This is an optimization exercise on Yosys and OpenROAD, whose aim is small area, a short achievable clock period and few clock cycles per item, not a production implementation.
The RTL was checked by simulation tests, not by an equivalence proof against the original design.

## rev 12
==> flow/design.v <==
package qoiPkg;
	typedef enum logic [1:0] {
		clsDiff,
		clsLuma,
		clsRgb,
		clsRgba
	} qoiClass;
	typedef logic [5:0] qoiIndex;
endpackage
`timescale 1ns/1ns
module pixelHistory (
	input logic clk,
	input logic reset,
	input logic [5:0] readIndex,
	output logic readValid,
	output logic [25:0] readKey,
	input logic write,
	input logic [5:0] writeIndex,
	input logic [31:0] writePixel
);
	logic [25:0] seenTable [64];
	logic [64-1:0] seenValid;
	always_ff @(posedge clk) begin
		if (write) begin
			seenTable[writeIndex] <= {writePixel[31:8], writePixel[7:6]};
		end
	end
	always_ff @(posedge clk, posedge reset) begin
		if (reset) begin
			seenValid <= '0;
		end else if (write) begin
			seenValid[writeIndex] <= 1'b1;
		end
	end
	logic [64-1:0] rowSel;
	logic [26:0] readWord;
	always_comb begin
		readWord = '0;
		for (int i = 0; i < 64; i++) begin
			rowSel[i] = (readIndex[5:3] == 3'(i / 8)) && (readIndex[2:0] == 3'(i % 8));
			readWord = readWord | ({27{rowSel[i]}} & {seenValid[i], seenTable[i]});
		end
	end
	assign readValid = readWord[26];
	assign readKey = readWord[25:0];
endmodule
`timescale 1ns/1ns
module qoiEncoder (
	input logic clk,
	input logic reset,
	input logic pixelValid,
	input logic [31:0] pixelData,
	input logic lastPixel,
	output logic busy,
	output logic byteValid,
	output logic [7:0] byteData,
	output logic done
);
	logic v1, last1;
	logic [31:0] px1;
	logic [5:0] h1a;
	logic [5:1] h1b, h1c;
	logic [5:0] h1;
	logic v2, last2, same2, hit2;
	logic rdValid2, fwd2;
	logic [25:0] rdKey2;
	logic [31:0] px2;
	logic [5:0] h2;
	qoiPkg::qoiClass cls2;
	logic [15:0] enc2;
	logic [5:0] runCount;
	logic gotLast;
	logic eRunP;
	logic [5:0] eRunV;
	logic eTag, eTagA;
	logic [2:0] eN;
	logic [31:0] eD;
	logic eEnd;
	logic [2:0] eEndCnt;
	logic same1, rdValid1;
	logic [25:0] rdKey1;
	logic [11:0] l4a;
	logic signed [8:0] dr, dg, db;
	logic signed [9:0] drg, dbg;
	logic isDiff, isLuma;
	qoiPkg::qoiClass cls1;
	logic [15:0] enc1;
	function automatic logic [11:0] csa(input logic [5:0] x, input logic [5:0] y, input logic [5:0] z);
		logic [5:0] cy;
		cy = (x & y) | (x & z) | (y & z);
		csa = {x ^ y ^ z, cy[4:0], 1'b0};
	endfunction
	logic [5:0] hr, hg, hb, ha;
	logic [11:0] l1a, l1b, l1c, l2a, l2b, l3a;
	assign hr = pixelData[29:24];
	assign hg = pixelData[21:16];
	assign hb = pixelData[13:8];
	assign ha = pixelData[5:0];
	assign l1a = csa(hr, {hr[4:0], 1'b0}, hg);
	assign l1b = csa({hg[3:0], 2'b0}, {hb[2:0], 3'b0}, ~hb);
	assign l1c = csa(ha, {ha[4:0], 1'b0}, {ha[2:0], 3'b0});
	assign l2a = csa(l1a[11:6], l1a[5:0], l1b[11:6]);
	assign l2b = csa(l1b[5:0], l1c[11:6], l1c[5:0]);
	assign l3a = csa(l2a[11:6], l2a[5:0], l2b[11:6]);
	assign l4a = csa(h1a, {h1b, 1'b1}, {h1c, 1'b0});
	assign h1 = 6'(l4a[11:6] + l4a[5:0]);
	assign same1 = (px1 == px2);
	assign dr = $signed({1'b0, px1[31:24]}) - $signed({1'b0, px2[31:24]});
	assign dg = $signed({1'b0, px1[23:16]}) - $signed({1'b0, px2[23:16]});
	assign db = $signed({1'b0, px1[15:8]}) - $signed({1'b0, px2[15:8]});
	assign drg = dr - dg;
	assign dbg = db - dg;
	assign isDiff = dr >= -(2) && dr < 2
		&& dg >= -(2) && dg < 2
		&& db >= -(2) && db < 2;
	assign isLuma = dg >= -(32) && dg < 32
		&& drg >= -(8) && drg < 8
		&& dbg >= -(8) && dbg < 8;
	always_comb begin
		if (px1[7:0] != px2[7:0]) begin
			cls1 = qoiPkg::clsRgba;
		end else if (isDiff) begin
			cls1 = qoiPkg::clsDiff;
		end else if (isLuma) begin
			cls1 = qoiPkg::clsLuma;
		end else begin
			cls1 = qoiPkg::clsRgb;
		end
	end
	always_comb begin
		if (isDiff) begin
			enc1 = {2'b01, 2'(dr + 2), 2'(dg + 2),
				2'(db + 2), 8'h00};
		end else begin
			enc1 = {2'b10, 6'(dg + 32),
				4'(drg + 8), 4'(dbg + 8)};
		end
	end
	logic runFull, quiet2, eFree, cons, emitG, adv1, acc, tableWrite;
	assign runFull = (runCount == 6'(62 - 1));
	assign quiet2 = same2 && !runFull && !last2;
	assign eFree = !eEnd && ((3'(eRunP) + 3'(eTag) + eN) <= 3'd1);
	assign cons = v2 && (quiet2 || eFree);
	assign emitG = cons && !quiet2;
	assign adv1 = v1 && (!v2 || cons);
	assign acc = pixelValid && !busy;
	assign tableWrite = cons && !same2;
	pixelHistory history (
		.clk(clk),
		.reset(reset),
		.readIndex(h1),
		.readValid(rdValid1),
		.readKey(rdKey1),
		.write(tableWrite),
		.writeIndex(h2),
		.writePixel(px2)
	);
	assign hit2 = !fwd2 && (rdValid2 ? (rdKey2 == {px2[31:8], px2[7:6]}) : (px2 == 32'h0));
	logic v1N, v2N, same2N, last2N, gotLastN;
	logic [5:0] runCountN;
	logic eRunPN, eTagN, eEndN;
	logic [2:0] eNN;
	logic [2:0] eEndCntN;
	logic eOut, eOutLast;
	logic [7:0] byteN;
	logic eFreeN, consN, adv1N, busyN;
	assign v1N = acc || (v1 && !adv1);
	assign v2N = adv1 || (v2 && !cons);
	assign same2N = adv1 ? same1 : same2;
	assign last2N = adv1 ? last1 : last2;
	assign gotLastN = gotLast || (acc && lastPixel);
	always_comb begin
		runCountN = runCount;
		if (cons) begin
			if (quiet2) begin
				runCountN = runCount + 6'd1;
			end else begin
				runCountN = 6'd0;
			end
		end
	end
	always_comb begin
		eRunPN = eRunP;
		eTagN = eTag;
		eNN = eN;
		eEndN = eEnd;
		eEndCntN = eEndCnt;
		eOut = 1'b1;
		eOutLast = 1'b0;
		byteN = 8'h00;
		if (eRunP) begin
			byteN = {2'b11, eRunV};
			eRunPN = 1'b0;
		end else if (eTag) begin
			byteN = eTagA ? 8'hFF : 8'hFE;
			eTagN = 1'b0;
		end else if (eN != 3'd0) begin
			byteN = eD[31:24];
			eNN = eN - 3'd1;
		end else if (eEnd) begin
			byteN = (eEndCnt == 3'(8 - 1)) ? 8'h01 : 8'h00;
			eEndCntN = eEndCnt + 3'd1;
			if (eEndCnt == 3'(8 - 1)) begin
				eEndN = 1'b0;
				eOutLast = 1'b1;
			end
		end else begin
			eOut = 1'b0;
		end
		if (emitG) begin
			eRunPN = same2 || (runCount != 6'd0);
			eEndN = last2;
			eEndCntN = 3'd0;
			if (same2) begin
				eTagN = 1'b0;
				eNN = 3'd0;
			end else if (hit2) begin
				eTagN = 1'b0;
				eNN = 3'd1;
			end else begin
				case (cls2)
					qoiPkg::clsDiff: begin eTagN = 1'b0; eNN = 3'd1; end
					qoiPkg::clsLuma: begin eTagN = 1'b0; eNN = 3'd2; end
					qoiPkg::clsRgb: begin eTagN = 1'b1; eNN = 3'd3; end
					default: begin eTagN = 1'b1; eNN = 3'd4; end
				endcase
			end
		end
	end
	assign eFreeN = !eEndN && ((3'(eRunPN) + 3'(eTagN) + eNN) <= 3'd1);
	assign consN = v2N && ((same2N && !(runCountN == 6'(62 - 1)) && !last2N) || eFreeN);
	assign adv1N = v1N && (!v2N || consN);
	assign busyN = gotLastN || (v1N && !adv1N);
	always_ff @(posedge clk, posedge reset) begin
		if (reset) begin
			v1 <= 1'b0;
			v2 <= 1'b0;
			px2 <= 32'h000000FF;
			runCount <= 6'd0;
			gotLast <= 1'b0;
			busy <= 1'b0;
			eRunP <= 1'b0;
			eTag <= 1'b0;
			eN <= 3'd0;
			eEnd <= 1'b0;
			byteValid <= 1'b0;
			done <= 1'b0;
		end else begin
			v1 <= v1N;
			v2 <= v2N;
			if (adv1) begin
				px2 <= px1;
			end
			runCount <= runCountN;
			gotLast <= gotLastN;
			busy <= busyN;
			eRunP <= eRunPN;
			eTag <= eTagN;
			eN <= eNN;
			eEnd <= eEndN;
			byteValid <= eOut;
			if (eOutLast) begin
				done <= 1'b1;
			end
		end
	end
	always_ff @(posedge clk) begin
		if (acc) begin
			px1 <= pixelData;
			h1a <= l3a[11:6];
			h1b <= l3a[5:1];
			h1c <= l2b[5:1];
			last1 <= lastPixel;
		end
		if (adv1) begin
			h2 <= h1;
			same2 <= same1;
			rdValid2 <= rdValid1;
			rdKey2 <= rdKey1;
			fwd2 <= tableWrite && h1 == h2;
			last2 <= last1;
			cls2 <= cls1;
			enc2 <= enc1;
		end
		eEndCnt <= eEndCntN;
		if (emitG) begin
			eRunV <= same2 ? runCount : runCount - 6'd1;
			eTagA <= (cls2 == qoiPkg::clsRgba);
			if (hit2) begin
				eD[31:24] <= {2'b00, h2};
			end else if (cls2 == qoiPkg::clsDiff || cls2 == qoiPkg::clsLuma) begin
				eD[31:16] <= enc2;
			end else begin
				eD[31:16] <= px2[31:16];
			end
			eD[15:0] <= px2[15:0];
		end else if (!eRunP && !eTag && eN != 3'd0) begin
			eD <= {eD[23:0], 8'h00};
		end
		byteData <= byteN;
	end
endmodule
==> flow/config.mk <==
export PLATFORM = sky130hd
export DESIGN_NAME = qoiEncoder
export DESIGN_NICKNAME = qoiEncoder
export VERILOG_FILES = /design/flow/design.v
export SDC_FILE = /design/flow/constraint.sdc
export NUM_CORES = 4
export LEC_CHECK = 0
export CAP_MARGIN = 20
export CORE_MARGIN = 2
export CORE_UTILIZATION = 65
export CTS_BUF_LIST = sky130_fd_sc_hd__clkbuf_16
export CTS_CLUSTER_DIAMETER = 70
export CTS_CLUSTER_SIZE = 22
export SLEW_MARGIN = 20
export TNS_END_PERCENT = 5
==> flow/constraint.sdc <==
create_clock -name core_clock -period 14.0 [get_ports {clk}]
set_input_delay 2.8000 -clock core_clock [delete_from_list [all_inputs] [get_ports {clk}]]
set_output_delay 2.8000 -clock core_clock [all_outputs]
set_load 0.01 [all_outputs]
standard.sh (not shown) runs the stock make flow with config.mk's settings and CLKGATE_MAP_FILE= SYNTH_SCRIPT=/design/flow/synth_recipe.tcl, a recipe that flattens the netlist after the stock synthesis.
==> flow/flow/run.sh <==
#!/bin/bash
# The standard layout (standard.sh), with repair_timing aiming for a setup
# slack of SETUP_MARGIN ns at the design's clock period, so the layout is
# sized for a shorter period than the clock constraint asks for. The SDC,
# clock period and every other setting are the standard flow's.
set -euo pipefail
SETUP_MARGIN=${SETUP_MARGIN:-10}
sed "s|CLKGATE_MAP_FILE= |CLKGATE_MAP_FILE= SETUP_SLACK_MARGIN=${SETUP_MARGIN} |" standard.sh > standard_margin.sh
grep -q "SETUP_SLACK_MARGIN=${SETUP_MARGIN}" standard_margin.sh
bash standard_margin.sh > standard_flow.log 2>&1
Testbench counts of rev 12, summed over its fixed seeds: cycles 49,355, pixels 22,418.
Setup changes, rev 12 to rev 13
--- a/flow/config.mk
+++ b/flow/config.mk
@@ -13,3 +13,2 @@
 export CTS_CLUSTER_SIZE = 22
 export SLEW_MARGIN = 20
-export TNS_END_PERCENT = 5
==> results.txt <==
- Rev 12 vs rev 13, end of the critical path: busy vs rdKey2[9]
- Rev 13 against rev 12: worst slew margin relative to its limit decreased by 0.49 points relative to the old numbers; simple-gate portion of the synthesized area essentially unchanged; length of routed wiring on met1 +2.9%.

separate check: timing with driven ports:
How much do the figures lean on ideal ports? The routed layouts below were timed once more, with nothing changed but the port constraints. Step 1, drivers: a clkbuf_16 drives clk and a buf_2 each remaining input, both assumed. Step 2 times the ports against the registers' clock, not the clock port: input delays grow and output delays shrink by t, the midpoint of the rising clock arrivals with the driver on. a / b / c = ideal / step 1 / step 2; a / b = the first two.
| run | t (ns) | setup slack, ns | hold WS [ns] | slew at the worst register clock pin (ns) | pins driven straight from the clock port |
|---|---|---|---|---|---|
| rev 12 | 0.819 | 9.410 / 9.410 / 9.017 | 0.456 / 0.456 / 0.456 | 0.09 / 0.09 | 1 |
| rev 13 | 0.844 | 9.663 / 9.663 / 9.231 | 0.468 / 0.468 / 0.468 | 0.10 / 0.10 | 1 |
After both steps every run listed still meets setup and hold. The setup slack of rev 13, which loses most, moves by 0.000 ns with the drivers and by -0.432 ns with both steps.
